This design comes from an exercise in tuning for small area on the open sky130 flow, not from production work. Only simulation tests tie the RTL to the original design; equivalence was not proved. No activity file was given, so power comes from the tool's default toggle rates.

### flow/design.v
package rv_isa_pkg;
    localparam int NUM_REGS = 32;
    typedef logic [31:0]                   instr_t;
    typedef logic [$clog2(NUM_REGS)-1:0]   reg_addr_t;
    typedef logic [6:0]                    opcode_t;
    typedef logic [2:0]                    funct3_t;
    localparam opcode_t OPC_OP     = 7'b0110011;
    localparam opcode_t OPC_OP_IMM = 7'b0010011;
    localparam opcode_t OPC_LUI    = 7'b0110111;
    localparam opcode_t OPC_BRANCH = 7'b1100011;
    localparam funct3_t F3_ADD_SUB = 3'b000;
    localparam funct3_t F3_SLL     = 3'b001;
    localparam funct3_t F3_SLT     = 3'b010;
    localparam funct3_t F3_SLTU    = 3'b011;
    localparam funct3_t F3_XOR     = 3'b100;
    localparam funct3_t F3_SRL_SRA = 3'b101;
    localparam funct3_t F3_OR      = 3'b110;
    localparam funct3_t F3_AND     = 3'b111;
    localparam funct3_t F3_BEQ  = 3'b000;
    localparam funct3_t F3_BNE  = 3'b001;
    localparam funct3_t F3_BLT  = 3'b100;
    localparam funct3_t F3_BGE  = 3'b101;
    localparam funct3_t F3_BLTU = 3'b110;
    localparam funct3_t F3_BGEU = 3'b111;
endpackage
package rv_dp_pkg;
    localparam int XLEN    = 32;
    localparam int SHAMT_W = $clog2(XLEN);
    typedef logic [XLEN-1:0]    word_t;
    typedef logic [SHAMT_W-1:0] shamt_t;
    typedef enum logic [3:0] {
        ALU_ADD,
        ALU_SUB,
        ALU_SLL,
        ALU_SLT,
        ALU_SLTU,
        ALU_XOR,
        ALU_SRL,
        ALU_SRA,
        ALU_OR,
        ALU_AND
    } alu_op_t;
    typedef enum logic {
        OPA_RS1,
        OPA_ZERO
    } opa_sel_t;
    typedef enum logic {
        OPB_RS2,
        OPB_IMM
    } opb_sel_t;
endpackage
`timescale 1ns/1ps
module rv_rf_row
(
    input  logic             i_clk,
    input  logic             i_we,
    input  logic             i_hold,
    input  rv_dp_pkg::word_t i_wd,
    output rv_dp_pkg::word_t o_q
);
    always_ff @(posedge i_clk)
    begin
        o_q <= (o_q & {32{i_hold}}) | (i_wd & {32{i_we}});
    end
endmodule
module rv_rf_aoi3
(
    input  logic [2:0] i_bits,
    input  logic [2:0] i_sel,
    output logic       o_n
);
    assign o_n = !(|(i_bits & i_sel));
endmodule
module rv_rf_rd_bit
(
    input  logic [31:1] i_bits,
    input  logic [31:1] i_sel,
    output logic        o_bit
);
    logic [10:0] t;
    for (genvar j = 0; j < 10; j++)
    begin : g_aoi
        rv_rf_aoi3 i_aoi
        (
            .i_bits (i_bits[3*j+3:3*j+1]),
            .i_sel  (i_sel[3*j+3:3*j+1]),
            .o_n    (t[j])
        );
    end
    assign t[10] = !(i_bits[31] && i_sel[31]);
    assign o_bit = !(&t);
endmodule
module rv_rf_ao2
(
    input  logic [1:0] i_bits,
    input  logic [1:0] i_sel,
    output logic       o_bit
);
    assign o_bit = |(i_bits & i_sel);
endmodule
module rv_rf_rd_bit_b
(
    input  logic [31:1] i_bits,
    input  logic [31:1] i_sel,
    input  logic        i_imm,
    input  logic        i_imm_sel,
    output logic        o_bit
);
    logic [9:0] t;
    logic       last;
    for (genvar j = 0; j < 10; j++)
    begin : g_aoi
        rv_rf_aoi3 i_aoi
        (
            .i_bits (i_bits[3*j+3:3*j+1]),
            .i_sel  (i_sel[3*j+3:3*j+1]),
            .o_n    (t[j])
        );
    end
    rv_rf_ao2 i_ao2
    (
        .i_bits ({i_imm, i_bits[31]}),
        .i_sel  ({i_imm_sel, i_sel[31]}),
        .o_bit  (last)
    );
    assign o_bit = !(&t) || last;
endmodule
module rv_reg_file
(
    input  logic                  i_clk,
    input  logic                  i_rst,
    input  rv_isa_pkg::reg_addr_t i_rs1,
    input  rv_isa_pkg::reg_addr_t i_rs2,
    input  logic                  i_use_rs2,    
    input  rv_dp_pkg::word_t      i_imm,
    input  logic                  i_we,
    input  rv_isa_pkg::reg_addr_t i_wa,
    input  rv_dp_pkg::word_t      i_wd,
    output rv_dp_pkg::word_t      o_rd1,
    output rv_dp_pkg::word_t      o_rd2
);
    rv_dp_pkg::word_t regs [1:31];
    logic             clr;
    logic [31:1]      we_row;
    logic [31:1]      hold_row;
    logic [31:1]      sel1;
    logic [31:1]      sel2;
    always_ff @(posedge i_clk or posedge i_rst)
    begin
        if (i_rst)
            clr <= 1'b1;
        else
            clr <= 1'b0;
    end
    always_comb
    begin
        for (int i = 1; i < 32; i++)
        begin
            we_row[i]   = i_we && (i_wa == i[4:0]);
            hold_row[i] = !we_row[i] && !clr;
            sel1[i]     = (i_rs1 == i[4:0]);
            sel2[i]     = i_use_rs2 && (i_rs2 == i[4:0]);
        end
    end
    for (genvar r = 1; r < 32; r++)
    begin : g_row
        rv_rf_row i_row
        (
            .i_clk  (i_clk),
            .i_we   (we_row[r]),
            .i_hold (hold_row[r]),
            .i_wd   (i_wd),
            .o_q    (regs[r])
        );
    end
    for (genvar b = 0; b < 32; b++)
    begin : g_bit
        logic [31:1] column;
        for (genvar r = 1; r < 32; r++)
        begin : g_col
            assign column[r] = regs[r][b];
        end
        rv_rf_rd_bit i_rd1 (.i_bits (column), .i_sel (sel1), .o_bit (o_rd1[b]));
        rv_rf_rd_bit_b i_rd2
        (
            .i_bits    (column),
            .i_sel     (sel2),
            .i_imm     (i_imm[b]),
            .i_imm_sel (!i_use_rs2),
            .o_bit     (o_rd2[b])
        );
    end
endmodule
`timescale 1ns/1ps
module rv_decode
(
    input  logic               i_instr_valid,
    input  rv_isa_pkg::instr_t i_instr,
    output logic               o_wr,       
    output logic               o_br,       
    output logic               o_use_rs2,  
    output logic               o_lui,
    input  rv_dp_pkg::word_t   i_pc,
    output rv_dp_pkg::word_t   o_target    
);
    rv_isa_pkg::opcode_t opcode;
    logic is_op, is_op_imm, is_lui, is_branch;
    assign opcode    = i_instr[6:0];
    assign is_op     = (opcode == rv_isa_pkg::OPC_OP);
    assign is_op_imm = (opcode == rv_isa_pkg::OPC_OP_IMM);
    assign is_lui    = (opcode == rv_isa_pkg::OPC_LUI);
    assign is_branch = (opcode == rv_isa_pkg::OPC_BRANCH);
    assign o_wr      = i_instr_valid && (is_op || is_op_imm || is_lui) && (i_instr[11:7] != '0);
    assign o_br      = i_instr_valid && is_branch;
    assign o_use_rs2 = is_op || is_branch;
    assign o_lui     = is_lui;
    logic [12:0] c;
    logic [31:13] run;
    logic        s, step;
    assign o_target[0] = i_pc[0];
    assign c[0] = 1'b0;
    for (genvar i = 1; i <= 12; i++)
    begin : g_lo
        logic ib;
        if (i == 11)
        begin : g_b11
            assign ib = i_instr[7];
        end
        else if (i == 12)
        begin : g_b12
            assign ib = i_instr[31];
        end
        else if (i >= 5)
        begin : g_hi
            assign ib = i_instr[i + 20];
        end
        else
        begin : g_low
            assign ib = i_instr[i + 7];
        end
        assign o_target[i] = i_pc[i] ^ ib ^ c[i-1];
        assign c[i] = (i_pc[i] & ib) | (c[i-1] & (i_pc[i] ^ ib));
    end
    assign s    = i_instr[31];
    assign step = s ^ c[12];
    assign run[13] = step;
    for (genvar i = 14; i < 32; i++)
    begin : g_run
        assign run[i] = run[i-1] & (i_pc[i-1] ^ s);
    end
    assign o_target[31:13] = i_pc[31:13] ^ run;
endmodule
`timescale 1ns/1ps
module rv_id_ex_reg
(
    input  logic               i_clk,
    input  logic               i_rst,
    input  logic               i_wr,
    input  logic               i_br,
    input  logic               i_use_rs2,
    input  logic               i_lui,
    input  rv_isa_pkg::instr_t i_instr,
    input  rv_dp_pkg::word_t   i_target,
    output logic               o_wr,
    output logic               o_br,
    output logic               o_use_rs2,
    output logic               o_lui,
    output logic [31:7]        o_instr,
    output rv_dp_pkg::word_t   o_target
);
    always_ff @(posedge i_clk or posedge i_rst)
    begin
        if (i_rst)
        begin
            o_wr <= 1'b0;
            o_br <= 1'b0;
        end
        else
        begin
            o_wr <= i_wr;
            o_br <= i_br;
        end
    end
    always_ff @(posedge i_clk)
    begin
        o_use_rs2 <= i_use_rs2;
        o_lui     <= i_lui;
        o_instr   <= i_instr[31:7];
        o_target  <= i_target;
    end
endmodule
`timescale 1ns/1ps
module rv_add_carry
(
    input  logic [31:0] i_p,
    input  logic [31:0] i_g,
    input  logic        i_cin,
    output logic [31:0] o_c,      
    output logic        o_cout
);
    logic [8:0] bc;
    logic [7:0] bg, bp;
    assign bc[0] = i_cin;
    for (genvar k = 0; k < 8; k++)
    begin : g_blk
        logic [3:0] p, g;
        assign p = i_p[4*k+3:4*k];
        assign g = i_g[4*k+3:4*k];
        assign bg[k] = g[3] | (p[3] & g[2]) | (p[3] & p[2] & g[1]) | (p[3] & p[2] & p[1] & g[0]);
        assign bp[k] = &p;
        assign bc[k+1] = bg[k] | (bp[k] & bc[k]);
        assign o_c[4*k]   = bc[k];
        assign o_c[4*k+1] = g[0] | (p[0] & o_c[4*k]);
        assign o_c[4*k+2] = g[1] | (p[1] & o_c[4*k+1]);
        assign o_c[4*k+3] = g[2] | (p[2] & o_c[4*k+2]);
    end
    assign o_cout = bc[8];
endmodule
module rv_adder
(
    input  logic [31:0] i_a,
    input  logic [31:0] i_b,
    input  logic        i_cin,
    output logic [31:0] o_sum,
    output logic [31:0] o_p,      
    output logic [31:0] o_g,      
    output logic        o_cout
);
    logic [31:0] c;
    assign o_p = i_a ^ i_b;
    assign o_g = i_a & i_b;
    rv_add_carry i_carry
    (
        .i_p    (o_p),
        .i_g    (o_g),
        .i_cin  (i_cin),
        .o_c    (c),
        .o_cout (o_cout)
    );
    assign o_sum = o_p ^ c;
endmodule
module rv_muxi
(
    input  logic i_s,
    input  logic i_a1,
    input  logic i_a0,
    output logic o_n
);
    assign o_n = !(i_s ? i_a1 : i_a0);
endmodule
module rv_shifter
(
    input  logic [31:0] i_a,
    input  logic [4:0]  i_shamt,
    input  logic        i_left,
    input  logic        i_fill,
    output logic [31:0] o_shr
);
    logic [31:0] x [0:5];
    for (genvar i = 0; i < 32; i++)
    begin : g_rev
        rv_muxi i_mux (.i_s (i_left), .i_a1 (i_a[31-i]), .i_a0 (i_a[i]), .o_n (x[0][i]));
    end
    for (genvar k = 0; k < 5; k++)
    begin : g_stage
        logic fill;
        assign fill = (k % 2 == 0) ? !i_fill : i_fill;
        for (genvar i = 0; i < 32; i++)
        begin : g_bit
            logic in1;
            if (i + (1 << k) < 32)
            begin : g_in
                assign in1 = x[k][i + (1 << k)];
            end
            else
            begin : g_fill
                assign in1 = fill;
            end
            if (k == 4)
            begin : g_last
                rv_muxi i_mux (.i_s (i_shamt[k]), .i_a1 (in1), .i_a0 (x[k][i]), .o_n (o_shr[i]));
            end
            else
            begin : g_mid
                rv_muxi i_mux (.i_s (i_shamt[k]), .i_a1 (in1), .i_a0 (x[k][i]), .o_n (x[k+1][i]));
            end
        end
    end
endmodule
module rv_execute
(
    input  logic              i_br,
    input  logic              i_use_rs2,
    input  logic              i_lui,
    input  logic [31:7]       i_instr,
    input  rv_dp_pkg::word_t  i_target,
    input  rv_dp_pkg::word_t  i_rs1_data,
    input  rv_dp_pkg::word_t  i_rs2_data,    
    output rv_dp_pkg::word_t  o_res,       
    output logic              o_taken
);
    rv_isa_pkg::funct3_t f3;
    logic              b30;
    rv_dp_pkg::word_t  imm_u;
    rv_dp_pkg::word_t  a, b, bb, sum, p, g, shr;
    logic              sub, lt, ltu, eq, cout;
    logic              alu, s_add, s_sll, s_slt, s_sltu, s_x, s_a, s_sr;
    assign f3  = i_instr[14:12];
    assign b30 = i_instr[30];
    assign imm_u = {i_instr[31:12], 12'b0};
    assign a = i_rs1_data;
    assign b = i_rs2_data;
    assign sub = i_br || (f3[2:1] == 2'b01) || (i_use_rs2 && b30 && (f3 == 3'b000));
    assign bb  = b ^ {32{sub}};
    rv_adder i_adder
    (
        .i_a    (a),
        .i_b    (bb),
        .i_cin  (sub),
        .o_sum  (sum),
        .o_p    (p),
        .o_g    (g),
        .o_cout (cout)
    );
    assign ltu = !cout;
    assign lt  = (a[31] != b[31]) ? a[31] : sum[31];
    assign eq  = &p;    
    rv_shifter i_shifter
    (
        .i_a     (a),
        .i_shamt (b[4:0]),
        .i_left  (!f3[2]),
        .i_fill  (b30 && a[31] && f3[2]),
        .o_shr   (shr)
    );
    assign alu    = !i_br && !i_lui;
    assign s_add  = alu && (f3 == 3'b000);
    assign s_sll  = alu && (f3 == 3'b001);
    assign s_slt  = alu && (f3 == 3'b010);
    assign s_sltu = alu && (f3 == 3'b011);
    assign s_sr   = alu && (f3 == 3'b101);
    assign s_x    = alu && ((f3 == 3'b100) || (f3 == 3'b110));   
    assign s_a    = alu && ((f3 == 3'b111) || (f3 == 3'b110));   
    always_comb
    begin
        for (int i = 0; i < 32; i++)
        begin
            o_res[i] = (s_add & sum[i]) | (s_sll & shr[31-i]) | (s_sr & shr[i]) |
                       (s_x & p[i]) | (s_a & g[i]) |
                       (i_lui & imm_u[i]) | (i_br & i_target[i]);
        end
        o_res[0] = o_res[0] | (s_slt & lt) | (s_sltu & ltu);
    end
    always_comb
    begin
        case (f3)
            3'b000:  o_taken = eq;
            3'b001:  o_taken = !eq;
            3'b100:  o_taken = lt;
            3'b101:  o_taken = !lt;
            3'b110:  o_taken = ltu;
            3'b111:  o_taken = !ltu;
            default: o_taken = 1'b0;
        endcase
    end
endmodule
`timescale 1ns/1ps
module rv_datapath
(
    input  logic                  i_clk,
    input  logic                  i_rst,
    input  logic                  i_instr_valid,
    input  rv_isa_pkg::instr_t    i_instr,
    input  rv_dp_pkg::word_t      i_pc,
    output logic                  o_wb_valid,
    output rv_isa_pkg::reg_addr_t o_wb_rd,
    output rv_dp_pkg::word_t      o_wb_data,
    output logic                  o_br_valid,
    output logic                  o_br_taken,
    output rv_dp_pkg::word_t      o_br_target
);
    logic             d_wr, d_br, d_use_rs2, d_lui;
    logic             e_wr, e_br, e_use_rs2, e_lui;
    logic [31:7]      e_instr;
    rv_dp_pkg::word_t d_target, e_target, e_rs1_data, e_rs2_data, e_res;
    logic             e_taken;
    rv_dp_pkg::word_t res_q;
    rv_dp_pkg::word_t e_imm_i;
    assign e_imm_i = {{20{e_instr[31]}}, e_instr[31:20]};
    rv_decode i_rv_decode
    (
        .i_instr_valid (i_instr_valid),
        .i_instr       (i_instr),
        .o_wr          (d_wr),
        .o_br          (d_br),
        .o_use_rs2     (d_use_rs2),
        .o_lui         (d_lui),
        .i_pc          (i_pc),
        .o_target      (d_target)
    );
    rv_id_ex_reg i_rv_id_ex_reg
    (
        .i_clk     (i_clk),
        .i_rst     (i_rst),
        .i_wr      (d_wr),
        .i_br      (d_br),
        .i_use_rs2 (d_use_rs2),
        .i_lui     (d_lui),
        .i_instr   (i_instr),
        .i_target  (d_target),
        .o_wr      (e_wr),
        .o_br      (e_br),
        .o_use_rs2 (e_use_rs2),
        .o_lui     (e_lui),
        .o_instr   (e_instr),
        .o_target  (e_target)
    );
    rv_reg_file i_rv_reg_file
    (
        .i_clk (i_clk),
        .i_rst (i_rst),
        .i_rs1 (e_instr[19:15]),
        .i_rs2 (e_instr[24:20]),
        .i_use_rs2 (e_use_rs2),
        .i_imm (e_imm_i),
        .i_we  (e_wr),
        .i_wa  (e_instr[11:7]),
        .i_wd  (e_res),
        .o_rd1 (e_rs1_data),
        .o_rd2 (e_rs2_data)
    );
    rv_execute i_rv_execute
    (
        .i_br       (e_br),
        .i_use_rs2  (e_use_rs2),
        .i_lui      (e_lui),
        .i_instr    (e_instr),
        .i_target   (e_target),
        .i_rs1_data (e_rs1_data),
        .i_rs2_data (e_rs2_data),
        .o_res      (e_res),
        .o_taken    (e_taken)
    );
    always_ff @(posedge i_clk or posedge i_rst)
    begin
        if (i_rst)
        begin
            o_wb_valid <= 1'b0;
            o_br_valid <= 1'b0;
        end
        else
        begin
            o_wb_valid <= e_wr;
            o_br_valid <= e_br;
        end
    end
    always_ff @(posedge i_clk)
    begin
        o_wb_rd    <= e_instr[11:7];
        o_br_taken <= e_taken;
        res_q      <= e_res;
    end
    assign o_wb_data   = res_q;
    assign o_br_target = res_q;
endmodule
### flow/flow/run.sh
#!/bin/bash
# Layout: the standard flow (standard.sh), unchanged but for one
# setting: the buffers that buffer_ports puts on every input and output
# port are the smallest buffer cell (buf_1) rather than the delay buffer it
# picks by default. The repair steps still resize them where timing or slew
# needs it.
set -euo pipefail
export BUFFER_PORTS_ARGS="-buffer_cell sky130_fd_sc_hd__buf_1"
bash standard.sh > standard_flow.log 2>&1
### flow/standard.sh
#!/bin/bash
# synth_recipe.tcl (not shown) runs the flow's synth.tcl, then flattens the netlist and writes it again
# the make line also repeats each setting of config.mk as NAME=value (left out here)
make -C /OpenROAD-flow-scripts/flow DESIGN_CONFIG=/design/flow/config.mk WORK_HOME=/design/flow/orfs CLKGATE_MAP_FILE= SYNTH_SCRIPT=/design/flow/synth_recipe.tcl "${@:-finish}"
### flow/config.mk
export PLATFORM = sky130hd
export DESIGN_NAME = rv_datapath
export DESIGN_NICKNAME = rv_datapath
export VERILOG_FILES = /design/flow/design.v
export SDC_FILE = /design/flow/constraint.sdc
export NUM_CORES = 4
export LEC_CHECK = 0
export CAP_MARGIN = 20
export CORE_MARGIN = 2
export CORE_UTILIZATION = 50
export CTS_BUF_LIST = sky130_fd_sc_hd__clkbuf_8
export CTS_CLUSTER_DIAMETER = 100
export CTS_CLUSTER_SIZE = 16
export SLEW_MARGIN = 20
export SYNTH_HIERARCHICAL = 1
### flow/constraint.sdc
create_clock -name core_clock -period 8.0 [get_ports {i_clk}]
set_input_delay 1.6000 -clock core_clock [delete_from_list [all_inputs] [get_ports {i_clk}]]
set_output_delay 1.6000 -clock core_clock [all_outputs]
set_load 0.01 [all_outputs]
==> reports/results.ini, run 1 <==
[floorplan]
num_io_pins = 139
floorplan.initialDensity = 0.506
rows = 113
die_h_um = 315
floorplan.core_area_um2 = 95300
die_width_um = 315
die_area_um2 = 99000

[layout]
n_fill_cell = 8387
post-route-cell-area_um2 = 51100
finish.net_count = 4347
area_growth_pct = 5.87
share_of_final_layout_standard_cells_stronger_than_drive_strength_1 = 0.125
layout.cells.most_common = dfxtp_1
most_frequent_cells_in_the_layout = dfxtp_1, a22o_1, a222oi_1

[power]
clock_network_fraction_of_design_power = 0.308
power.share.switching = 0.279
worst_ir_drop_vdd_mv = 0.141
switchingPower_uw = 2560
power.share.sequential = 0.602
cellInternalPower_uw = 6630
part_of_the_total_power_dissipated_in_combinational_logic = 0.091
totalPowerFinal_uw = 9190
power_leakage_uw = 0.0190
p_per_area_nw_per_um2 = 180

[worst_setup_path]
criticalPathCategory = reg2reg
timing.critical_path.arrival_ps = 8030
crit_path_max_fanout = 32
worstSetupStartpointType = register
timing.critical_path.to_type = register
data_required_time_at_the_worst_endpoint_ps = 8680

[grt]
grt_antenna_before_repair = 14
global_route_wire_length_before_repair_um = 304000
global_route.usage.total = 0.421
grt_overflow = 0
first_global_vias = 39100
grt_max_degree = 37

[clock_network]
cts_setup_buffers = 0
cts_tree = yes
cts-buffers-inserted = 78
cts_root_buffer = clkbuf_8
holdBufCountCts = 0
clock_sink_count = 1094
worstSkewPairLatency_ps = 820
path_clk_slew_ps = 110
post_cts_resized = 0
h_tree_lvls = 3
max-clock-path-buffers = 3

[yosys]
netlist.top_cell.by_area = dfxtp_1
netlist.area_leader.share = 0.452
synth_enable_flop_cells = 0
part_of_the_yosys_area_used_for_sequential_elements = 0.455
dominantRegCellSynth = dfxtp_1
mappedNetlistArea_um2 = 48200
synth_cell_type_count = 83
syn-num-nets = 4218
netlist_instances = 4107
average_footprint_of_a_synthesized_cell_um2 = 11.7
yosysWarnings = 14
synth-seq-cells = 1094
ys_top_cells_by_area = dfxtp_1, a22o_1, a222oi_1
ys_async_sr_fraction = 0.00457

[timing]
max_slew.worst_pin.slew_ps = 1250
grt_setup_unrepaired = no
final-setup-viol-count = 0
timing.final.hold_violations = 0
fin_crit_sh = 0.919
clock_skew_ps = 75.3
max_freq_mhz = 136
maxSlewHeadroom = 0.168
tns_ps = 0
final_max_slew_viol_count = 0
period_needed_ps = 7350

[job]
cap_viol_max_count = 0

[status]
status = complete, no violations

[routing]
routedWlPerCell_um = 39.7
totalWireLength_um = 219000
drt-vias-per-instance = 8.09
detail_route.drc_violations = 0
drtPass1Iterations = 15
detail_route.iter0.violations = 11300
postRouteAntennaNets = 0
dr_total_vias = 44600

[place]
post_dp_cell_area_um2 = 49800
gp_congestion = 1.04
numPortBuffers = 138
dp_hpwl_um = 146000

[hold_path]
min_path_type = reg2reg

-- cells in the mapped netlist (4+ instances only) --
master / number
inv_1: 21
a22oi_1: 50
buf_4: 36
nand3b_1: 36
a21oi_1: 43
o21ai_0: 7
clkbuf_1: 21
xor2_1: 39
buf_2: 14
a22o_1: 964
nand2b_1: 13
ha_1: 33
nand4b_1: 6
nor3_1: 13
nand4_1: 144
a22o_2: 62
or3_1: 34
mux2i_1: 197
a222oi_1: 672
nand2_1: 71
and3_1: 5
nand4bb_1: 6
nand3_1: 36
a21o_1: 23
dfrtp_1: 4
nor2_1: 95
a2111o_1: 32
buf_6: 198
nor4_1: 4
xnor2_1: 50
fa_1: 11
dfxtp_1: 1089
-- modules after synthesis, one instance, submodules excluded, excerpt --
| module | cells | flip-flops and latches | area [um2] |
|---|---|---|---|
| rv_rf_row | 70 | 32 | 991 |
| rv_execute | 227 | 0 | 1650 |
| rv_rf_rd_bit | 4 | 0 | 27.5 |
| rv_muxi | 1 | 0 | 10.0 |
| rv_adder | 64 | 0 | 681 |
| rv_rf_ao2 | 1 | 0 | 8.76 |
| rv_rf_rd_bit_b | 4 | 0 | 26.3 |
| rv_reg_file | 196 | 1 | 1020 |
| rv_id_ex_reg | 62 | 61 | 1230 |
| rv_add_carry | 88 | 0 | 614 |
-- power by group through the flow --
| stage | Clock (uW) | Combinational, uW | Sequential, uW |
|---|---|---|---|
| 2_1_floorplan | 0 | 466 | 5640 |
| 3_3_place_gp | 0 | 789 | 5650 |
| 3_5_place_dp | 0 | 786 | 5650 |
| 4_1_cts | 2830 | 788 | 5530 |
| 5_1_grt | 3030 | 838 | 5530 |
| 6_report | 2830 | 833 | 5530 |
-- layer usage --
layer / global-route usage / up-vias / share of wire
met2: 0.579 / 3685 / 0.40
met1: 0.589 / 22300 / 0.40
met3: 0.171 / 420 / 0.16
li1: - / 18200 / -
met5: 0.0174 / - / 0.0013
met4: 0.146 / 14 / 0.043
-- worst max-delay path, stage by stage (launching register included) --
cell	delay, ps
dfxtp_1	610
nand4bb_1	470
nor2_2	320
buf_12	240
a222oi_1	740
nand4_1	560
or3_1	700
xnor2_1	210
ha_1	420
a21o_1	200
a21oi_1	140
o221ai_1	210
a21oi_1	230
o21ai_2	90
a21o_1	210
a21o_1	190
xor2_1	140
a22oi_1	220
nand3_2	820
a22o_1	480
-- state kept, by name, summed over array words and instances, names as in the netlist --
| name | cells |
|---|---|
| i_rv_id_ex_reg.o_br | 1 |
| i_rv_reg_file.g_row.i_row.o_q | 992 |
| i_rv_id_ex_reg.o_wr | 1 |
| i_rv_id_ex_reg.o_instr | 25 |
| i_rv_id_ex_reg.o_lui | 1 |
| o_br_valid | 1 |
| o_wb_rd | 5 |
| o_br_taken | 1 |
| i_rv_reg_file.clr | 1 |
| i_rv_id_ex_reg.o_target | 32 |
| i_rv_id_ex_reg.o_use_rs2 | 1 |
| o_wb_valid | 1 |
| res_q | 32 |
-- through the flow --
step / hold slack (ps) / util / cells / worst slack [ps]
3_3_place_gp: 488 / 0.522 / 5419 / 720
5_1_grt: 533 / 0.536 / 5513 / 592
3_5_place_dp: 493 / 0.522 / 5419 / 668
6_report: 521 / 0.536 / 5516 / 649
4_1_cts: 521 / 0.535 / 5510 / 1020
2_1_floorplan: 355 / - / 4107 / 934
-- layout make-up --
type	instances	area [um2]	share of cell area
timing repair buffer	318	1930	0.0379
multi-input combinational	2721	24300	0.476
clock inverter	11	105	0.00206
tap	1265	1580	0.0310
inverter	23	91.3	0.00179
sequential	1094	21900	0.429
antenna	4	10.0	0.000196
clock buffer	80	1100	0.0216
-- logic make-up (layout without fill, tap and decap cells) --
group | count (synthesis) | count (layout) | synth area share
compound gates | 1883 | 1883 | 0.357
other cells | 1 | 5 | 0.0000777
fa+ha+maj | 45 | 45 | 0.0134
flops | 1094 | 1094 | 0.455
simple gates | 506 | 506 | 0.0606
xor+xnor | 89 | 89 | 0.0162
mux | 197 | 197 | 0.0409
buf+inv | 292 | 432 | 0.0568
-- final timing paths --
| path | to | slack, ps | depth (start not counted) | start |
|---|---|---|---|---|
| setup reg to reg | i_rv_reg_file.g_row[23].i_row.o_q[27] | 650 | 19 | i_rv_id_ex_reg.o_instr[24] |
| max in group asynchronous | i_rv_reg_file.clr | 7120 | 2 | i_rst |
| hold / removal | i_rv_reg_file.g_row[26].i_row.o_q[27] | 520 | 1 | i_rv_reg_file.g_row[26].i_row.o_q[27] |
| min in group asynchronous | i_rv_id_ex_reg.o_wr | 700 | 2 | i_rst |
| setup / recovery | i_rv_reg_file.g_row[23].i_row.o_q[27] | 650 | 19 | i_rv_id_ex_reg.o_instr[24] |
| hold reg to reg | i_rv_reg_file.g_row[26].i_row.o_q[27] | 520 | 1 | i_rv_reg_file.g_row[26].i_row.o_q[27] |
==> run 2, diff against run 1 <==
--- a/flow/design.v
+++ b/flow/design.v
@@ -51,4 +51,17 @@
 endpackage
 `timescale 1ns/1ps
+module rv_rf_bit
+(
+    input  logic i_clk,
+    input  logic i_we,
+    input  logic i_hold,
+    input  logic i_wd,
+    output logic o_q
+);
+    always_ff @(posedge i_clk)
+    begin
+        o_q <= (o_q && i_hold) || (i_wd && i_we);
+    end
+endmodule
 module rv_rf_row
 (
@@ -59,7 +72,14 @@
     output rv_dp_pkg::word_t o_q
 );
-    always_ff @(posedge i_clk)
-    begin
-        o_q <= (o_q & {32{i_hold}}) | (i_wd & {32{i_we}});
+    for (genvar b = 0; b < 32; b++)
+    begin : g_bit
+        rv_rf_bit i_bit
+        (
+            .i_clk  (i_clk),
+            .i_we   (i_we),
+            .i_hold (i_hold),
+            .i_wd   (i_wd[b]),
+            .o_q    (o_q[b])
+        );
     end
 endmodule
@@ -304,8 +324,12 @@
     for (genvar k = 0; k < 8; k++)
     begin : g_blk
-        logic [3:0] p, g;
+        logic [3:0] p, g, gr;
         assign p = i_p[4*k+3:4*k];
         assign g = i_g[4*k+3:4*k];
-        assign bg[k] = g[3] | (p[3] & g[2]) | (p[3] & p[2] & g[1]) | (p[3] & p[2] & p[1] & g[0]);
+        assign gr[0] = g[0];
+        assign gr[1] = g[1] | (p[1] & gr[0]);
+        assign gr[2] = g[2] | (p[2] & gr[1]);
+        assign gr[3] = g[3] | (p[3] & gr[2]);
+        assign bg[k] = gr[3];
         assign bp[k] = &p;
         assign bc[k+1] = bg[k] | (bp[k] & bc[k]);
--- a/flow/config.mk
+++ b/flow/config.mk
@@ -11,5 +11,5 @@
 export CTS_BUF_LIST = sky130_fd_sc_hd__clkbuf_8
 export CTS_CLUSTER_DIAMETER = 100
-export CTS_CLUSTER_SIZE = 16
+export CTS_CLUSTER_SIZE = 12
 export SLEW_MARGIN = 20
 export SYNTH_HIERARCHICAL = 1
==> reports/results.ini, run 2 <==
[status]
status = complete, no violations

[routing]
totalWireLength_um = 212000  ; -3.3%
drt-vias-per-instance = 8.20  ; +1.3%
routedWlPerCell_um = 38.7  ; -2.5%
detail_route.iter0.violations = 10900  ; -3.8%
postRouteAntennaNets = 0  ; unchanged
detail_route.drc_violations = 0  ; unchanged
drtPass1Iterations = 14  ; -1
dr_total_vias = 44900  ; +0.54%

[yosys]
average_footprint_of_a_synthesized_cell_um2 = 11.7  ; -0.21%
synth_enable_flop_cells = 0  ; unchanged
netlist.area_leader.share = 0.474  ; +0.0218
ys_async_sr_fraction = 0.00457  ; unchanged
synth.top_cells.by_count = dfxtp_1, a22o_1, a222oi_1
synth_simple_gate_area_share = 0.0642  ; +0.00358
post-synth-top-count-cell = dfxtp_1
dominantRegCellSynth = dfxtp_1
combinational_family_with_the_most_area_after_synthesis = compound AO/OA/AOI/OAI gates
part_of_the_yosys_area_used_for_sequential_elements = 0.477  ; +0.0219
synth-xor-area-share = 0.0169  ; +0.000780
synth-seq-cells = 1094  ; unchanged
yosysWarnings = 14  ; unchanged
synth_cell_type_count = 76  ; -8.4%
netlist_instances = 3926  ; -4.4%
synthAdderAreaFrac = 0.0140  ; +0.000645
syn-num-nets = 4037  ; -4.3%
post_synth_mux_area_share = 0.0429  ; +0.00197
ys_top_cells_by_area = dfxtp_1, a22o_1, a222oi_1
netlist.top_cell.by_area = dfxtp_1
mappedNetlistArea_um2 = 46000  ; -4.6%
synth_compound_area_frac = 0.371  ; +0.0139

[timing]
max_slew.worst_pin.slew_ps = 1220  ; -27.0 ps
final-setup-viol-count = 0  ; unchanged
max_freq_mhz = 136  ; +0.17%
period_needed_ps = 7340  ; -12.3 ps
tns_ps = 0  ; unchanged
grt_setup_unrepaired = no
final_max_slew_viol_count = 0  ; unchanged
clock_skew_ps = 51.5  ; -23.9 ps
fin_crit_sh = 0.917  ; -0.00154
timing.final.hold_violations = 0  ; unchanged
maxSlewHeadroom = 0.184  ; +0.0160

[grt]
first_global_vias = 40500  ; +3.4%
grt_antenna_before_repair = 19  ; +5
grt_overflow = 0  ; unchanged
grt_max_degree = 37  ; unchanged
global_route.usage.total = 0.429  ; +0.00824
global_route_wire_length_before_repair_um = 300000  ; -1.3%

[clock_network]
post_cts_resized = 0  ; unchanged
worstSkewPairLatency_ps = 830  ; about the same
path_clk_slew_ps = 100  ; about the same
max-clock-path-buffers = 3  ; unchanged
cts_setup_buffers = 0  ; unchanged
cts-buffers-inserted = 101  ; +29%
holdBufCountCts = 0  ; unchanged
cts_root_buffer = clkbuf_8
h_tree_lvls = 3  ; unchanged
cts_tree = yes
clock_sink_count = 1094  ; unchanged

[hold_path]
min_path_type = reg2reg

[power]
p_per_area_nw_per_um2 = 183  ; +1.6%
power_leakage_uw = 0.0192  ; +0.73%
worst_ir_drop_vdd_mv = 0.133  ; -6.1%

[place]
dp_hpwl_um = 140000  ; -4.1%
dp_cells = 5352  ; -1.2%
numPortBuffers = 138  ; unchanged
gp_congestion = 0.995  ; -4.7%

[floorplan]
die_width_um = 307  ; -2.3%
die_h_um = 307  ; -2.3%
die_area_um2 = 94500  ; -4.5%
floorplan.core_area_um2 = 91400  ; -4.1%
rows = 111  ; -1.8%
floorplan.initialDensity = 0.504  ; -0.00265
num_io_pins = 139  ; unchanged

[layout]
share_of_final_layout_standard_cells_stronger_than_drive_strength_1 = 0.114  ; -0.0110
final_util = 0.563  ; +0.0268
largest-register = i_rv_reg_file.g_row.i_row.g_bit.i_bit.o_q
most_frequent_cells_in_the_layout = dfxtp_1, a22o_1, a222oi_1
registers_with_the_highest_flip_flop_counts = i_rv_reg_file.g_row.i_row.g_bit.i_bit.o_q: 992 flops, i_rv_id_ex_reg.o_target: 32 flops, res_q: 32 flops
fin_cells = 5473  ; -0.78%
area_growth_pct = 11.8
layout.cells.most_common = dfxtp_1
largest_register_ff_count = 992  ; unchanged
finish.net_count = 4382  ; +0.81%

[worst_setup_path]
crit_path_max_fanout = 26  ; -19%
timing.critical_path.arrival_ps = 8040  ; about the same
critPathSlowestCell = nor2_2
criticalPathCategory = reg2reg
timing.critical_path.to_type = register
worstSetupStartpointType = register
data_required_time_at_the_worst_endpoint_ps = 8710  ; +30 ps
timing.critical_path.cells = nand2b_1, buf_4, nor2_2, buf_4, a222oi_1, nand3b_1, or3_1, xnor2_1, ha_1, nand3_1, a31oi_1, a2111oi_2, o21ai_2, a41o_1, a211o_1, a21o_1, xor2_1, inv_1, maj3_2, mux2i_1, nand4_1, nand4_1, buf_12, a22o_1
cp_slowest_stage_delay_ps = 840  ; +20 ps

[job]
cap_viol_max_count = 0  ; unchanged

## run 2: cell count changes in the layout (fill, tap and decap cells not counted), sizes merged, moves of 3 or more
cell,delta
clkbuf,+22
nand2b,-3
nand2,+7
a21o,-4
diode,+4
o21a,-3
nand3,+3
buf,+7
## run 2: Yosys stat by module (local to each module, per instance), a selection
module        area (um2)  times used  cells inside
rv_add_carry         566           1            93
rv_execute          1650           1           227
rv_id_ex_reg        1230           1            62
rv_muxi             10.0         192             1
rv_reg_file         1020           1           196
rv_rf_ao2           8.76          32             1
rv_rf_aoi3          10.0         640             1
rv_rf_bit           28.8         992             2
rv_shifter          3.75           1             1
## run 2: final timing paths
kind,cells past startpoint,startpoint,slack (ps),endpoint
min in group asynchronous,2,i_rst,620,i_rv_id_ex_reg.o_br
min,1,i_rv_reg_file.g_row[2].i_row.g_bit[23].i_bit.o_q,520,i_rv_reg_file.g_row[2].i_row.g_bit[23].i_bit.o_q
max,24,i_rv_id_ex_reg.o_instr[20],660,i_rv_reg_file.g_row[16].i_row.g_bit[0].i_bit.o_q
max reg2reg,24,i_rv_id_ex_reg.o_instr[20],660,i_rv_reg_file.g_row[16].i_row.g_bit[0].i_bit.o_q
max in group asynchronous,2,i_rst,7210,i_rv_reg_file.clr
min reg2reg,1,i_rv_reg_file.g_row[2].i_row.g_bit[23].i_bit.o_q,520,i_rv_reg_file.g_row[2].i_row.g_bit[23].i_bit.o_q
## run 2: cell type report
class                   instances  area [um2]
diodes                          8        20.0
clock buffers                 102        1400
clock inverters                 9        77.6
fillers                      7983       40000
inverters                      23        91.3
multi-input cells            2726       24400
flip-flops and latches       1094       21900
well taps                    1186        1480
repair buffers                325        2040
## run 2: critical path, delay by kind of cell, from the launching register on
kind / cells / cell delay, ps
flip-flops: 1 / 590
AO/OA/AOI/OAI: 8 / 1930
buffers and inverters: 4 / 1140
adder cells (fa/ha/maj): 2 / 650
XOR/XNOR: 2 / 420
AND/OR/NAND/NOR: 7 / 2380
multiplexers: 1 / 80
## run 2: stage by stage
step | hold WS, ps | area [um2] | setup WS, ps | total power (uW)
final | 516 | 51400 | 661 | 9400
after global placement | 488 | 49800 | 478 | 6400
after CTS | 516 | 51300 | 921 | 9380
after detailed placement | 494 | 49900 | 404 | 6410
after floorplan | 355 | 46000 | 809 | 6040
after global routing | 529 | 51400 | 450 | 9640
## run 2: kinds of logic (layout without fill, tap and decap cells)
| family | after synthesis | count (layout) |
|---|---|---|
| AOI/OAI and AO/OA | 1878 | 1878 |
| xor gates and xnor gates | 89 | 89 |
| adders and majority gates | 45 | 45 |
| buffers and inverters | 106 | 459 |
| DFF | 1094 | 1094 |
| muxes | 197 | 197 |
| other | 1 | 9 |
| and+or+nand+nor | 516 | 516 |
## run 2: routing by layer
metal / track usage / part of all wire / wire length (um) / vias to the layer above
li1: - / - / - / 18300
met1: 0.581 / 0.38 / 81100 / 22000
met2: 0.614 / 0.41 / 85900 / 3878
met3: 0.162 / 0.16 / 34100 / 652
met4: 0.171 / 0.050 / 10500 / 12
met5: 0 / 0.00036 / 77 / -
## run 2: power by group
group / switching [uW] / internal (uW)
clock: 1940 / 1150
sequential: 51.9 / 5480
combinational: 600 / 178
==> run 3, diff against run 2 <==
--- a/flow/config.mk
+++ b/flow/config.mk
@@ -8,5 +8,5 @@
 export CAP_MARGIN = 20
 export CORE_MARGIN = 2
-export CORE_UTILIZATION = 50
+export CORE_UTILIZATION = 60
 export CTS_BUF_LIST = sky130_fd_sc_hd__clkbuf_8
 export CTS_CLUSTER_DIAMETER = 100
==> reports/results.ini, run 3 <==
[floorplan]
die_width_um = 281  ; -8.6%
num_io_pins = 139  ; unchanged
floorplan.core_area_um2 = 75900  ; -17%
die_h_um = 281  ; -8.6%
floorplan.initialDensity = 0.606  ; +0.102
die_area_um2 = 78900  ; -16%
rows = 101  ; -9.0%

[yosys]
netlist.area_leader.share = 0.474  ; unchanged
average_footprint_of_a_synthesized_cell_um2 = 11.7  ; unchanged
post-synth-top-count-cell = dfxtp_1
part_of_the_yosys_area_used_for_sequential_elements = 0.477  ; unchanged
syn-num-nets = 4037  ; unchanged
dominantRegCellSynth = dfxtp_1
synth_cell_type_count = 76  ; unchanged
ys_top_cells_by_area = dfxtp_1, a22o_1, a222oi_1
synth-seq-cells = 1094  ; unchanged
ys_async_sr_fraction = 0.00457  ; unchanged
netlist.top_cell.by_area = dfxtp_1
netlist_instances = 3926  ; unchanged
synth_enable_flop_cells = 0  ; unchanged
mappedNetlistArea_um2 = 46000  ; unchanged
synth.top_cells.by_count = dfxtp_1, a22o_1, a222oi_1
yosysWarnings = 14  ; unchanged

[grt]
first_global_vias = 40900  ; +0.95%
grt_antenna_before_repair = 27  ; +8
global_route.usage.total = 0.529  ; +0.0998
grt_max_degree = 37  ; unchanged
global_route_wire_length_before_repair_um = 304000  ; +1.3%
grt_overflow = 0  ; unchanged

[place]
dp_hpwl_um = 145000  ; +3.5%
numPortBuffers = 138  ; unchanged
dp_cells = 5206  ; -2.7%
gp_congestion = 1.16  ; +17%
post-place-ws_ps = 641  ; +237 ps

[clock_network]
h_tree_lvls = 3  ; unchanged
cts_root_buffer = clkbuf_8
worstSkewPairLatency_ps = 800  ; -30 ps
post_cts_resized = 0  ; unchanged
path_clk_slew_ps = 80  ; -20 ps
holdBufCountCts = 0  ; unchanged
cts-buffers-inserted = 101  ; unchanged
clock_sink_count = 1094  ; unchanged
cts_tree = yes
max-clock-path-buffers = 3  ; unchanged
cts_setup_buffers = 0  ; unchanged

[timing]
grt_setup_unrepaired = no
max_slew.worst_pin.slew_ps = 1400  ; +181 ps
max_freq_mhz = 135  ; -1.0%
final_max_slew_viol_count = 0  ; unchanged
fin_ws_ps = 584  ; -77.6 ps
period_needed_ps = 7420  ; +77.6 ps
maxSlewHeadroom = 0.0654  ; -0.119
tns_ps = 0  ; unchanged
whs_ps = 495  ; -20.8 ps
timing.final.hold_violations = 0  ; unchanged
final-setup-viol-count = 0  ; unchanged
clock_skew_ps = 65.4  ; +14.0 ps
fin_crit_sh = 0.927  ; +0.00970

[layout]
registers_with_the_highest_flip_flop_counts = i_rv_reg_file.g_row.i_row.g_bit.i_bit.o_q: 992 flops, i_rv_id_ex_reg.o_target: 32 flops, res_q: 32 flops
most_frequent_cells_in_the_layout = dfxtp_1, a22o_1, a222oi_1
largest_register_ff_count = 992  ; unchanged
finish.net_count = 4392  ; +0.23%
share_of_final_layout_standard_cells_stronger_than_drive_strength_1 = 0.115  ; +0.00139
fin_cells = 5329  ; -2.6%
layout.cells.most_common = dfxtp_1
area_growth_pct = 10.9
n_fill_cell = 6030  ; -24%
largest-register = i_rv_reg_file.g_row.i_row.g_bit.i_bit.o_q

[power]
p_per_area_nw_per_um2 = 184  ; +0.87%
power_leakage_uw = 0.0192  ; +0.14%
worst_ir_drop_vdd_mv = 0.147  ; +10%

[routing]
drt-vias-per-instance = 8.67  ; +5.8%
totalWireLength_um = 218000  ; +3.1%
postRouteAntennaNets = 0  ; unchanged
detail_route.iter0.violations = 12800  ; +17%
dr_total_vias = 46200  ; +3.0%
detail_route.drc_violations = 0  ; unchanged
drtPass1Iterations = 17  ; +3
routedWlPerCell_um = 40.9  ; +5.9%

[worst_setup_path]
data_required_time_at_the_worst_endpoint_ps = 8710  ; about the same
timing.critical_path.to_type = register
worstSetupStartpointType = register
worstSetupStartpoint = i_rv_id_ex_reg.o_instr[21]
worst_setup_path_endpoint = i_rv_reg_file.g_row[23].i_row.g_bit[0].i_bit.o_q
crit_path_max_fanout = 32  ; +23%
crit-reg2reg-launch = i_rv_id_ex_reg.o_instr[21]
reg2reg_setup_slack_ps = 580  ; -80 ps
ff2ff_path_depth = 25  ; +4.2%
regToRegEndpoint = i_rv_reg_file.g_row[23].i_row.g_bit[0].i_bit.o_q
criticalPathCategory = reg2reg
timing.critical_path.arrival_ps = 8130  ; +90 ps

[hold_path]
min_path_type = reg2reg

[job]
cap_viol_max_count = 0  ; unchanged

[status]
status = complete, no violations

-- run 3: cell counts after synthesis --
No cell type changed its count.
-- run 3: worst min path at each step --
stage | cells after the start | slack (ps) | end | from
final | 0 | 500 | o_wb_rd[0] | i_rv_id_ex_reg.o_instr[7]
after global routing | 0 | 520 | o_wb_rd[0] | i_rv_id_ex_reg.o_instr[7]
after CTS | 0 | 490 | o_wb_rd[0] | i_rv_id_ex_reg.o_instr[7]
after detailed placement | 0 | 470 | o_wb_rd[0] | i_rv_id_ex_reg.o_instr[7]
after global placement | 0 | 460 | o_wb_rd[0] | i_rv_id_ex_reg.o_instr[7]
after floorplan | 0 | 350 | o_br_valid | i_rv_id_ex_reg.o_br
-- run 3: cells by family after synthesis --
kind of cell | Yosys count | share of synthesized area
AO/OA/AOI/OAI | 1878 | 0.371
XOR/XNOR | 89 | 0.0169
adder cells (fa/ha/maj) | 45 | 0.0140
buffers and inverters | 106 | 0.0140
flip-flops | 1094 | 0.477
multiplexers | 197 | 0.0429
other | 1 | 0.0000815
AND/OR/NAND/NOR | 516 | 0.0642
-- run 3: Yosys stat by module (local to each module, per instance), excerpt --
module	cell area [um2]	cells inside	flops+latches
rv_rf_bit	28.8	2	1
rv_reg_file	1020	196	1
rv_muxi	10.0	1	0
rv_decode	920	106	0
rv_shifter	3.75	1	0
rv_rf_ao2	8.76	1	0
rv_execute	1650	227	0
rv_rf_rd_bit	27.5	4	0
rv_rf_aoi3	10.0	1	0
rv_datapath	1050	73	40
rv_rf_rd_bit_b	26.3	4	0
rv_add_carry	566	93	0
rv_adder	681	64	0
rv_id_ex_reg	1230	62	61
-- run 3: where the power goes --
| part | leakage (uW) | switching (uW) | total [uW] | internal (uW) |
|---|---|---|---|---|
| sequential | 0.00886 | 45.5 | 5530 | 5480 |
| combinational | 0.00954 | 630 | 814 | 184 |
| clock | 0.000786 | 1910 | 3060 | 1160 |
| total | 0.0192 | 2580 | 9410 | 6820 |
-- run 3: layer usage --
layer | global-route usage | wire [um] | up-vias
met5 | 0.00876 | 241 | -
met3 | 0.229 | 37600 | 1067
li1 | - | - | 18300
met2 | 0.730 | 85500 | 4581
met1 | 0.666 | 75100 | 22200
met4 | 0.349 | 19800 | 26
-- run 3: worst max-delay path, cell delays in order, from the launching register on --
cell and delay (ps):
dfxtp_1 620, nand2b_1 480, buf_4 250, nor2_2 50, buf_4 310, a222oi_1 1130
nand4_1 230, buf_4 280, or3_1 410, xnor2_1 150, ha_1 260, a21o_1 170
a21o_1 170, a221oi_1 320, o21ai_2 200, a41o_1 300, a211o_1 290, a21o_1 190
xor2_1 170, inv_1 70, maj3_2 310, mux2i_1 140, nand4_1 170, nand4_1 220
buf_12 230, a22o_1 170
-- run 3: through the flow --
stage / power (uW) / util / instance area [um2]
global route: 9570 / 0.671 / 51000
finish: 9410 / 0.672 / 51000
floorplan: 6040 / - / 46000
global placement: 6410 / 0.650 / 49400
CTS: 9320 / 0.670 / 50900
detailed placement: 6410 / 0.651 / 49400
-- run 3: area by class of cell --
| type | count | area [um2] | area share |
|---|---|---|---|
| inverters | 23 | 91.3 | 0.00179 |
| multi-input cells | 2726 | 24100 | 0.473 |
| well taps | 1030 | 1290 | 0.0253 |
| clock buffers | 102 | 1400 | 0.0275 |
| flip-flops and latches | 1094 | 21900 | 0.430 |
| repair buffers | 335 | 2070 | 0.0406 |
| diodes | 11 | 27.5 | 0.000540 |
| clock inverters | 8 | 93.8 | 0.00184 |
==> run 4, diff against run 3 <==
--- a/flow/config.mk
+++ b/flow/config.mk
@@ -8,8 +8,8 @@
 export CAP_MARGIN = 20
 export CORE_MARGIN = 2
-export CORE_UTILIZATION = 60
+export CORE_UTILIZATION = 50
 export CTS_BUF_LIST = sky130_fd_sc_hd__clkbuf_8
 export CTS_CLUSTER_DIAMETER = 100
-export CTS_CLUSTER_SIZE = 12
+export CTS_CLUSTER_SIZE = 14
 export SLEW_MARGIN = 20
 export SYNTH_HIERARCHICAL = 1
==> reports/results.ini, run 4 <==
[place]
post_dp_cell_area_um2 = 49900  ; +0.90%
gp_congestion = 0.995  ; -14%
dp_hpwl_um = 140000  ; -3.4%
numPortBuffers = 138  ; unchanged

[floorplan]
floorplan.core_area_um2 = 91400  ; +20%
die_h_um = 307  ; +9.4%
rows = 111  ; +9.9%
num_io_pins = 139  ; unchanged
die_area_um2 = 94500  ; +20%
floorplan.initialDensity = 0.504  ; -0.102
die_width_um = 307  ; +9.4%

[layout]
post-route-cell-area_um2 = 51300  ; +0.47%
share_of_final_layout_standard_cells_stronger_than_drive_strength_1 = 0.111  ; -0.00407
area_growth_pct = 11.4
largest_register_ff_count = 992  ; unchanged
registers_with_the_highest_flip_flop_counts = i_rv_reg_file.g_row.i_row.g_bit.i_bit.o_q: 992 flops, i_rv_id_ex_reg.o_target: 32 flops, res_q: 32 flops
finish.net_count = 4369  ; -0.52%
largest-register = i_rv_reg_file.g_row.i_row.g_bit.i_bit.o_q
layout.cells.most_common = dfxtp_1
most_frequent_cells_in_the_layout = dfxtp_1, a22o_1, a222oi_1

[yosys]
ys_async_sr_fraction = 0.00457  ; unchanged
syn-num-nets = 4037  ; unchanged
dominantRegCellSynth = dfxtp_1
ys_top_cells_by_area = dfxtp_1, a22o_1, a222oi_1
post-synth-top-count-cell = dfxtp_1
synth-seq-cells = 1094  ; unchanged
yosysWarnings = 14  ; unchanged
netlist.top_cell.by_area = dfxtp_1
part_of_the_yosys_area_used_for_sequential_elements = 0.477  ; unchanged
netlist.area_leader.share = 0.474  ; unchanged
synth.top_cells.by_count = dfxtp_1, a22o_1, a222oi_1
netlist_instances = 3926  ; unchanged
synth_cell_type_count = 76  ; unchanged
synth_enable_flop_cells = 0  ; unchanged
average_footprint_of_a_synthesized_cell_um2 = 11.7  ; unchanged
mappedNetlistArea_um2 = 46000  ; unchanged

[routing]
drtPass1Iterations = 13  ; -4
drt-vias-per-instance = 8.19  ; -5.6%
totalWireLength_um = 211000  ; -3.1%
dr_total_vias = 44700  ; -3.3%
postRouteAntennaNets = 0  ; unchanged
detail_route.drc_violations = 0  ; unchanged
routedWlPerCell_um = 38.7  ; -5.4%
detail_route.iter0.violations = 10800  ; -16%

[power]
power.share.sequential = 0.598  ; +0.010
cellInternalPower_uw = 6690  ; -1.9%
power.share.switching = 0.277  ; +0.00238
part_of_the_total_power_dissipated_in_combinational_logic = 0.084  ; -0.003
clock_network_fraction_of_design_power = 0.318  ; -0.008
p_per_area_nw_per_um2 = 181  ; -2.1%
worst_ir_drop_vdd_mv = 0.122  ; -17%
power_leakage_uw = 0.0191  ; -0.63%
switchingPower_uw = 2560  ; -0.76%

[clock_network]
post_cts_resized = 0  ; unchanged
path_clk_slew_ps = 90  ; about the same
cts-buffers-inserted = 88  ; -13%
cts_tree = yes
max-clock-path-buffers = 3  ; unchanged
cts_root_buffer = clkbuf_8
holdBufCountCts = 0  ; unchanged
clock_sink_count = 1094  ; unchanged
h_tree_lvls = 3  ; unchanged
cts_setup_buffers = 0  ; unchanged
worstSkewPairLatency_ps = 830  ; +30 ps

[grt]
global_route_wire_length_before_repair_um = 299000  ; -1.4%
grt_max_degree = 37  ; unchanged
grt_overflow = 0  ; unchanged
global_route.usage.total = 0.429  ; -0.100
grt_antenna_before_repair = 19  ; -30%
first_global_vias = 40200  ; -1.6%

[worst_setup_path]
crit-reg2reg-launch = i_rv_id_ex_reg.o_instr[20]
ff2ff_path_depth = 24  ; -4.0%
regToRegEndpoint = i_rv_reg_file.g_row[18].i_row.g_bit[0].i_bit.o_q
timing.critical_path.to_type = register
criticalPathCategory = reg2reg
data_required_time_at_the_worst_endpoint_ps = 8680  ; -30 ps
crit_path_max_fanout = 26  ; -19%
worstSetupStartpointType = register
reg2reg_setup_slack_ps = 620  ; +40 ps
timing.critical_path.arrival_ps = 8060  ; -70 ps

[timing]
fin_crit_sh = 0.922  ; -0.00460
clock_skew_ps = 57.0  ; -8.38 ps
final_max_slew_viol_count = 0  ; unchanged
final-setup-viol-count = 0  ; unchanged
period_needed_ps = 7380  ; -36.8 ps
timing.final.hold_violations = 0  ; unchanged
max_slew.worst_pin.slew_ps = 1200  ; -206 ps
max_freq_mhz = 136  ; +0.50%
grt_setup_unrepaired = no
maxSlewHeadroom = 0.201  ; +0.135
tns_ps = 0  ; unchanged

[status]
status = complete, no violations

[hold_path]
min_delay_path_depth = 1  ; +1
hold_end = i_rv_reg_file.g_row[2].i_row.g_bit[23].i_bit.o_q
min_path_type = reg2reg
worst_hold_startpoint = i_rv_reg_file.g_row[2].i_row.g_bit[23].i_bit.o_q

[job]
cap_viol_max_count = 0  ; unchanged

## run 4: critical path, stage by stage, from the launching register on
cell and delay (ps):
dfxtp_1 600, nand2b_1 440, buf_4 310, nor2_2 880, buf_4 410, a222oi_1 180, nand3b_1 200, or3_1 220
xnor2_1 280, ha_1 420, nand4_1 140, a31oi_1 110, a2111oi_2 400, o21ai_2 220, a41o_1 320, a211o_1 310
a21o_1 190, xor2_1 150, inv_1 70, maj3_2 230, mux2i_1 80, nand4_1 120, nand4_1 430, buf_12 350
a22o_1 210
## run 4: metrics by stage
| stage | utilization | hold WS (ps) | total power [uW] | instances | setup WS [ps] |
|---|---|---|---|---|---|
| floorplan | - | 355 | 6040 | 3926 | 809 |
| global placement | 0.545 | 488 | 6400 | 5349 | 478 |
| detailed placement | 0.546 | 494 | 6410 | 5352 | 404 |
| CTS | 0.560 | 519 | 9220 | 5449 | 941 |
| global route | 0.561 | 531 | 9470 | 5454 | 478 |
| finish | 0.561 | 518 | 9260 | 5459 | 620 |
## run 4: how the worst max path moves through the flow
stage / end / startpoint / depth (start not counted) / slack (ps)
3_5_place_dp: i_rv_id_ex_reg.o_target[31] / i_instr[8] / 19 / 400
4_1_cts: i_rv_reg_file.g_row[16].i_row.g_bit[0].i_bit.o_q / i_rv_id_ex_reg.o_instr[20] / 24 / 940
5_1_grt: i_rv_reg_file.g_row[17].i_row.g_bit[0].i_bit.o_q / i_rv_id_ex_reg.o_instr[20] / 24 / 480
2_1_floorplan: i_rv_reg_file.g_row[10].i_row.g_bit[0].i_bit.o_q / i_rv_id_ex_reg.o_use_rs2 / 21 / 810
6_report: i_rv_reg_file.g_row[18].i_row.g_bit[0].i_bit.o_q / i_rv_id_ex_reg.o_instr[20] / 24 / 620
3_3_place_gp: i_rv_id_ex_reg.o_target[31] / i_instr[8] / 19 / 480
## run 4: kinds of logic (layout without fill, tap and decap cells)
kind of cell    Yosys count  in the layout  share of synthesized area
mux                     197            197                     0.0429
xor+xnor                 89             89                     0.0169
compound gates         1878           1878                      0.371
flops                  1094           1094                      0.477
buf+inv                 106            445                     0.0140
other cells               1              9                  0.0000815
simple gates            516            516                     0.0642
fa+ha+maj                45             45                     0.0140
## run 4: layout make-up
type	instances	area, um2
repair buffers	325	2040
clock buffers	91	1250
well taps	1186	1480
inverters	23	91.3
diodes	8	20.0
fillers	7985	40100
flip-flops and latches	1094	21900
multi-input cells	2726	24400
clock inverters	6	60.1
## run 4: per-layer routing
layer  routed length, um  vias up  global-route usage  part of all wire
met1               81600    22100               0.577              0.39
li1                    -    18300                   -                 -
met5                 106        -                   0           0.00050
met3               33800      605               0.169              0.16
met4                9530       18               0.162             0.045
met2               86500     3732               0.615              0.41
## run 4: Yosys stat by module (local to each module, per instance), excerpt
module / cells inside / copies in the design / flops+latches
rv_id_ex_reg: 62 / 1 / 61
rv_decode: 106 / 1 / 0
rv_rf_bit: 2 / 992 / 1
rv_rf_rd_bit: 4 / 32 / 0
rv_rf_rd_bit_b: 4 / 32 / 0
rv_muxi: 1 / 192 / 0
rv_rf_aoi3: 1 / 640 / 0
rv_shifter: 1 / 1 / 0
## run 4: power groups by stage
stage / clock network [uW] / registers, uW / logic [uW]
6_report: 2940 / 5540 / 778
5_1_grt: 3130 / 5540 / 794
4_1_cts: 2950 / 5540 / 745
3_5_place_dp: 0 / 5660 / 743
3_3_place_gp: 0 / 5660 / 741
2_1_floorplan: 0 / 5640 / 403
==> run 5, diff against run 4 <==
--- a/flow/design.v
+++ b/flow/design.v
@@ -51,17 +51,4 @@
 endpackage
 `timescale 1ns/1ps
-module rv_rf_bit
-(
-    input  logic i_clk,
-    input  logic i_we,
-    input  logic i_hold,
-    input  logic i_wd,
-    output logic o_q
-);
-    always_ff @(posedge i_clk)
-    begin
-        o_q <= (o_q && i_hold) || (i_wd && i_we);
-    end
-endmodule
 module rv_rf_row
 (
@@ -72,14 +59,7 @@
     output rv_dp_pkg::word_t o_q
 );
-    for (genvar b = 0; b < 32; b++)
-    begin : g_bit
-        rv_rf_bit i_bit
-        (
-            .i_clk  (i_clk),
-            .i_we   (i_we),
-            .i_hold (i_hold),
-            .i_wd   (i_wd[b]),
-            .o_q    (o_q[b])
-        );
+    always_ff @(posedge i_clk)
+    begin
+        o_q <= (o_q & {32{i_hold}}) | (i_wd & {32{i_we}});
     end
 endmodule
@@ -311,34 +291,4 @@
 endmodule
 `timescale 1ns/1ps
-module rv_add_carry
-(
-    input  logic [31:0] i_p,
-    input  logic [31:0] i_g,
-    input  logic        i_cin,
-    output logic [31:0] o_c,      
-    output logic        o_cout
-);
-    logic [8:0] bc;
-    logic [7:0] bg, bp;
-    assign bc[0] = i_cin;
-    for (genvar k = 0; k < 8; k++)
-    begin : g_blk
-        logic [3:0] p, g, gr;
-        assign p = i_p[4*k+3:4*k];
-        assign g = i_g[4*k+3:4*k];
-        assign gr[0] = g[0];
-        assign gr[1] = g[1] | (p[1] & gr[0]);
-        assign gr[2] = g[2] | (p[2] & gr[1]);
-        assign gr[3] = g[3] | (p[3] & gr[2]);
-        assign bg[k] = gr[3];
-        assign bp[k] = &p;
-        assign bc[k+1] = bg[k] | (bp[k] & bc[k]);
-        assign o_c[4*k]   = bc[k];
-        assign o_c[4*k+1] = g[0] | (p[0] & o_c[4*k]);
-        assign o_c[4*k+2] = g[1] | (p[1] & o_c[4*k+1]);
-        assign o_c[4*k+3] = g[2] | (p[2] & o_c[4*k+2]);
-    end
-    assign o_cout = bc[8];
-endmodule
 module rv_adder
 (
@@ -352,15 +302,24 @@
 );
     logic [31:0] c;
+    logic [8:0]  bc;
+    logic [7:0]  bg, bp;
     assign o_p = i_a ^ i_b;
     assign o_g = i_a & i_b;
-    rv_add_carry i_carry
-    (
-        .i_p    (o_p),
-        .i_g    (o_g),
-        .i_cin  (i_cin),
-        .o_c    (c),
-        .o_cout (o_cout)
-    );
-    assign o_sum = o_p ^ c;
+    assign bc[0] = i_cin;
+    for (genvar k = 0; k < 8; k++)
+    begin : g_blk
+        logic [3:0] p, g;
+        assign p = o_p[4*k+3:4*k];
+        assign g = o_g[4*k+3:4*k];
+        assign bg[k] = g[3] | (p[3] & g[2]) | (p[3] & p[2] & g[1]) | (p[3] & p[2] & p[1] & g[0]);
+        assign bp[k] = &p;
+        assign bc[k+1] = bg[k] | (bp[k] & bc[k]);
+        assign c[4*k]   = bc[k];
+        assign c[4*k+1] = g[0] | (p[0] & c[4*k]);
+        assign c[4*k+2] = g[1] | (p[1] & c[4*k+1]);
+        assign c[4*k+3] = g[2] | (p[2] & c[4*k+2]);
+    end
+    assign o_sum  = o_p ^ c;
+    assign o_cout = bc[8];
 endmodule
 module rv_muxi
==> flow/run.sh (new file) <==
#!/bin/bash
# synth_recipe.tcl (not shown) runs the flow's synth.tcl, then flattens the netlist and writes it again
# the make line also repeats each setting of config.mk as NAME=value (left out here)
make -C /OpenROAD-flow-scripts/flow DESIGN_CONFIG=/design/flow/config.mk WORK_HOME=/design/flow/orfs CLKGATE_MAP_FILE= SYNTH_SCRIPT=/design/flow/synth_recipe.tcl finish
--- a/flow/config.mk
+++ b/flow/config.mk
@@ -11,5 +11,5 @@
 export CTS_BUF_LIST = sky130_fd_sc_hd__clkbuf_8
 export CTS_CLUSTER_DIAMETER = 100
-export CTS_CLUSTER_SIZE = 14
+export CTS_CLUSTER_SIZE = 16
 export SLEW_MARGIN = 20
 export SYNTH_HIERARCHICAL = 1
removed: flow/flow/run.sh
removed: flow/standard.sh
==> reports/results.ini, run 5 <==
[status]
status = complete, no violations

[routing]
detail_route.iter0.violations = 11600  ; +7.9%
postRouteAntennaNets = 0  ; unchanged
drtPass1Iterations = 15  ; +2
totalWireLength_um = 227000  ; +7.3%
drt-vias-per-instance = 8.09  ; -1.2%
dr_total_vias = 44900  ; +0.55%
met3_length_um = 35600  ; +5.4%
routedWlPerCell_um = 40.9  ; +5.5%
met2_routed_wirelength_um = 91800  ; +6.2%
detail_route.drc_violations = 0  ; unchanged
met1_length_um = 88900  ; +9.0%
top_signal_layer_used = met5

[worst_setup_path]
crit_path_max_fanout = 29  ; +12%
data_required_time_at_the_worst_endpoint_ps = 8730  ; +50 ps
criticalPathCategory = reg2reg
worstSetupStartpointType = register
ff2ff_path_depth = 24  ; unchanged
timing.critical_path.to_type = register
timing.critical_path.arrival_ps = 8460  ; +400 ps

[timing]
clock_skew_ps = 75.1  ; +18.1 ps
grt_setup_unrepaired = no
final_max_slew_viol_count = 0  ; unchanged
fin_ws_ps = 273  ; -347 ps
timing.final.hold_violations = 0  ; unchanged
fin_crit_sh = 0.966  ; +0.0434
final-setup-viol-count = 0  ; unchanged
max_slew.worst_pin.slew_ps = 1280  ; +84.0 ps
period_needed_ps = 7730  ; +347 ps
tns_ps = 0  ; unchanged
maxSlewHeadroom = 0.142  ; -0.0588
max_freq_mhz = 129  ; -4.5%

[layout]
final_util = 0.552  ; -0.00873
n_fill_cell = 8305  ; +4.0%
layout.cells.most_common = dfxtp_1
area_growth_pct = 8.97
share_of_final_layout_standard_cells_stronger_than_drive_strength_1 = 0.136  ; +0.0247
largest-register = i_rv_reg_file.g_row.i_row.o_q
largest_register_ff_count = 992  ; unchanged
most_frequent_cells_in_the_layout = dfxtp_1, a22o_1, a222oi_1
registers_with_the_highest_flip_flop_counts = i_rv_reg_file.g_row.i_row.o_q: 992 flops, i_rv_id_ex_reg.o_target: 32 flops, res_q: 32 flops
post-route-cell-area_um2 = 52600  ; +2.7%
finish.net_count = 4410  ; +0.94%

[clock_network]
max-clock-path-buffers = 3  ; unchanged
cts_setup_buffers = 0  ; unchanged
holdBufCountCts = 0  ; unchanged
h_tree_lvls = 3  ; unchanged
clock_sink_count = 1094  ; unchanged
path_clk_slew_ps = 110  ; +20 ps
worstSkewPairLatency_ps = 830  ; about the same
post_cts_resized = 0  ; unchanged
cts_root_buffer = clkbuf_8
cts-buffers-inserted = 79  ; -10%
cts_tree = yes

[place]
dp_hpwl_um = 151000  ; +8.0%
gp_congestion = 1.02  ; +2.8%
numPortBuffers = 138  ; unchanged
post-place-ws_ps = 251  ; -153 ps
post_dp_cell_area_um2 = 51300  ; +3.0%

[floorplan]
die_area_um2 = 99100  ; +4.9%
die_h_um = 315  ; +2.4%
rows = 113  ; +1.8%
floorplan.core_area_um2 = 95300  ; +4.3%
die_width_um = 315  ; +2.4%
floorplan.initialDensity = 0.507  ; +0.00316
num_io_pins = 139  ; unchanged

[grt]
global_route_wire_length_before_repair_um = 315000  ; +5.2%
grt_max_degree = 37  ; unchanged
grt_antenna_before_repair = 9  ; -10
grt_overflow = 0  ; unchanged
global_route.usage.total = 0.439  ; +0.0103
first_global_vias = 40000  ; -0.48%

[yosys]
part_of_the_yosys_area_used_for_sequential_elements = 0.454  ; -0.0224
mappedNetlistArea_um2 = 48300  ; +4.9%
ys_async_sr_fraction = 0.00457  ; unchanged
synth_enable_flop_cells = 0  ; unchanged
netlist.area_leader.share = 0.452  ; -0.0223
synth-seq-cells = 1094  ; unchanged
yosysWarnings = 14  ; unchanged
synth.top_cells.by_count = dfxtp_1, a22o_1, a222oi_1
post-synth-top-count-cell = dfxtp_1
synth_cell_type_count = 76  ; unchanged
netlist.top_cell.by_area = dfxtp_1
dominantRegCellSynth = dfxtp_1
ys_top_cells_by_area = dfxtp_1, a22o_1, a222oi_1
syn-num-nets = 4222  ; +4.6%
average_footprint_of_a_synthesized_cell_um2 = 11.8  ; +0.80%
netlist_instances = 4087  ; +4.1%

[power]
power_leakage_uw = 0.0196  ; +2.8%
p_per_area_nw_per_um2 = 176  ; -2.5%
worst_ir_drop_vdd_mv = 0.133  ; +8.8%

[hold_path]
min_delay_path_depth = 1  ; unchanged
min_path_type = reg2reg

[job]
cap_viol_max_count = 0  ; unchanged

[run 5: cells by family after synthesis]
group | count (synthesis) | share of synthesized area
AOI/OAI and AO/OA | 1859 | 0.352
DFF | 1094 | 0.454
and+or+nand+nor | 508 | 0.0609
buffers and inverters | 294 | 0.0568
muxes | 197 | 0.0408
adders and majority gates | 69 | 0.0233
xor gates and xnor gates | 65 | 0.0118
other | 1 | 0.0000777
[run 5: worst paths after layout]
check | from | endpoint | slack [ps]
max | i_rv_id_ex_reg.o_instr[23] | i_rv_reg_file.g_row[1].i_row.o_q[0] | 270
max reg2reg | i_rv_id_ex_reg.o_instr[23] | i_rv_reg_file.g_row[1].i_row.o_q[0] | 270
min in group asynchronous | i_rst | i_rv_id_ex_reg.o_br | 1040
max in group asynchronous | i_rst | i_rv_reg_file.clr | 6800
min | i_rv_reg_file.g_row[26].i_row.o_q[9] | i_rv_reg_file.g_row[26].i_row.o_q[9] | 520
min reg2reg | i_rv_reg_file.g_row[26].i_row.o_q[9] | i_rv_reg_file.g_row[26].i_row.o_q[9] | 520
[run 5: worst max-delay path, cell delays in order (launching register included)]
cell	delay (ps)
dfxtp_1	530
nand4b_1	550
nor2_2	330
buf_4	320
a222oi_1	780
nand4_1	180
or3_1	400
xnor2_1	530
ha_1	400
nand2_1	70
o21ai_0	140
or2_2	340
nor3_1	220
o31ai_1	130
fa_1	410
fa_1	390
fa_1	390
xor2_1	180
inv_1	70
maj3_2	310
mux2i_1	150
nand4_1	120
nand4_1	220
buf_12	230
a22o_1	170
[run 5: area by class of cell]
cell class	count	area, um2	share of cell area
clock inverter	9	82.6	0.00157
sequential	1094	21900	0.417
inverter	26	103	0.00195
timing repair buffer	375	3330	0.0632
antenna	2	5.00	0.0000951
multi-input combinational	2699	24400	0.465
tap	1265	1580	0.0301
clock buffer	83	1140	0.0217
[run 5: stage by stage]
stage               cells  hold WS [ps]  total power, uW
floorplan            4087           355             6100
global placement     5457           488             6520
detailed placement   5458           493             6510
CTS                  5550           520             9220
global route         5552           538             9480
finish               5553           521             9270
[run 5: layer usage]
layer / vias up / track usage
met2: 3743 / 0.618
li1: 18200 / -
met1: 22400 / 0.603
met3: 535 / 0.174
met4: 4 / 0.160
met5: - / 0
[run 5: per-module statistics from Yosys (local to each module, per instance), a selection]
module	copies in the design	cells	flops+latches
rv_datapath	1	73	40
rv_adder	1	132	0
rv_id_ex_reg	1	62	61
rv_shifter	1	1	0
rv_decode	1	106	0
rv_rf_ao2	32	1	0
rv_rf_rd_bit	32	4	0
rv_muxi	192	1	0
rv_reg_file	1	196	1
[run 5: where the power goes]
group          switching [uW]  internal [uW]  total, uW  leakage, uW
Clock                    1880            951       2830     0.000642
Sequential               46.8           5490       5530      0.00886
Combinational             645            252        898       0.0101
Total                    2570           6690       9270       0.0196

Setup slack of run 5, layout unchanged: 0.273 ns with ideal ports, 0.273 ns with driving cells assumed (clock clkbuf_16, inputs buf_2), 0.226 ns with port delays also shifted by the 0.869 ns mid clock arrival.
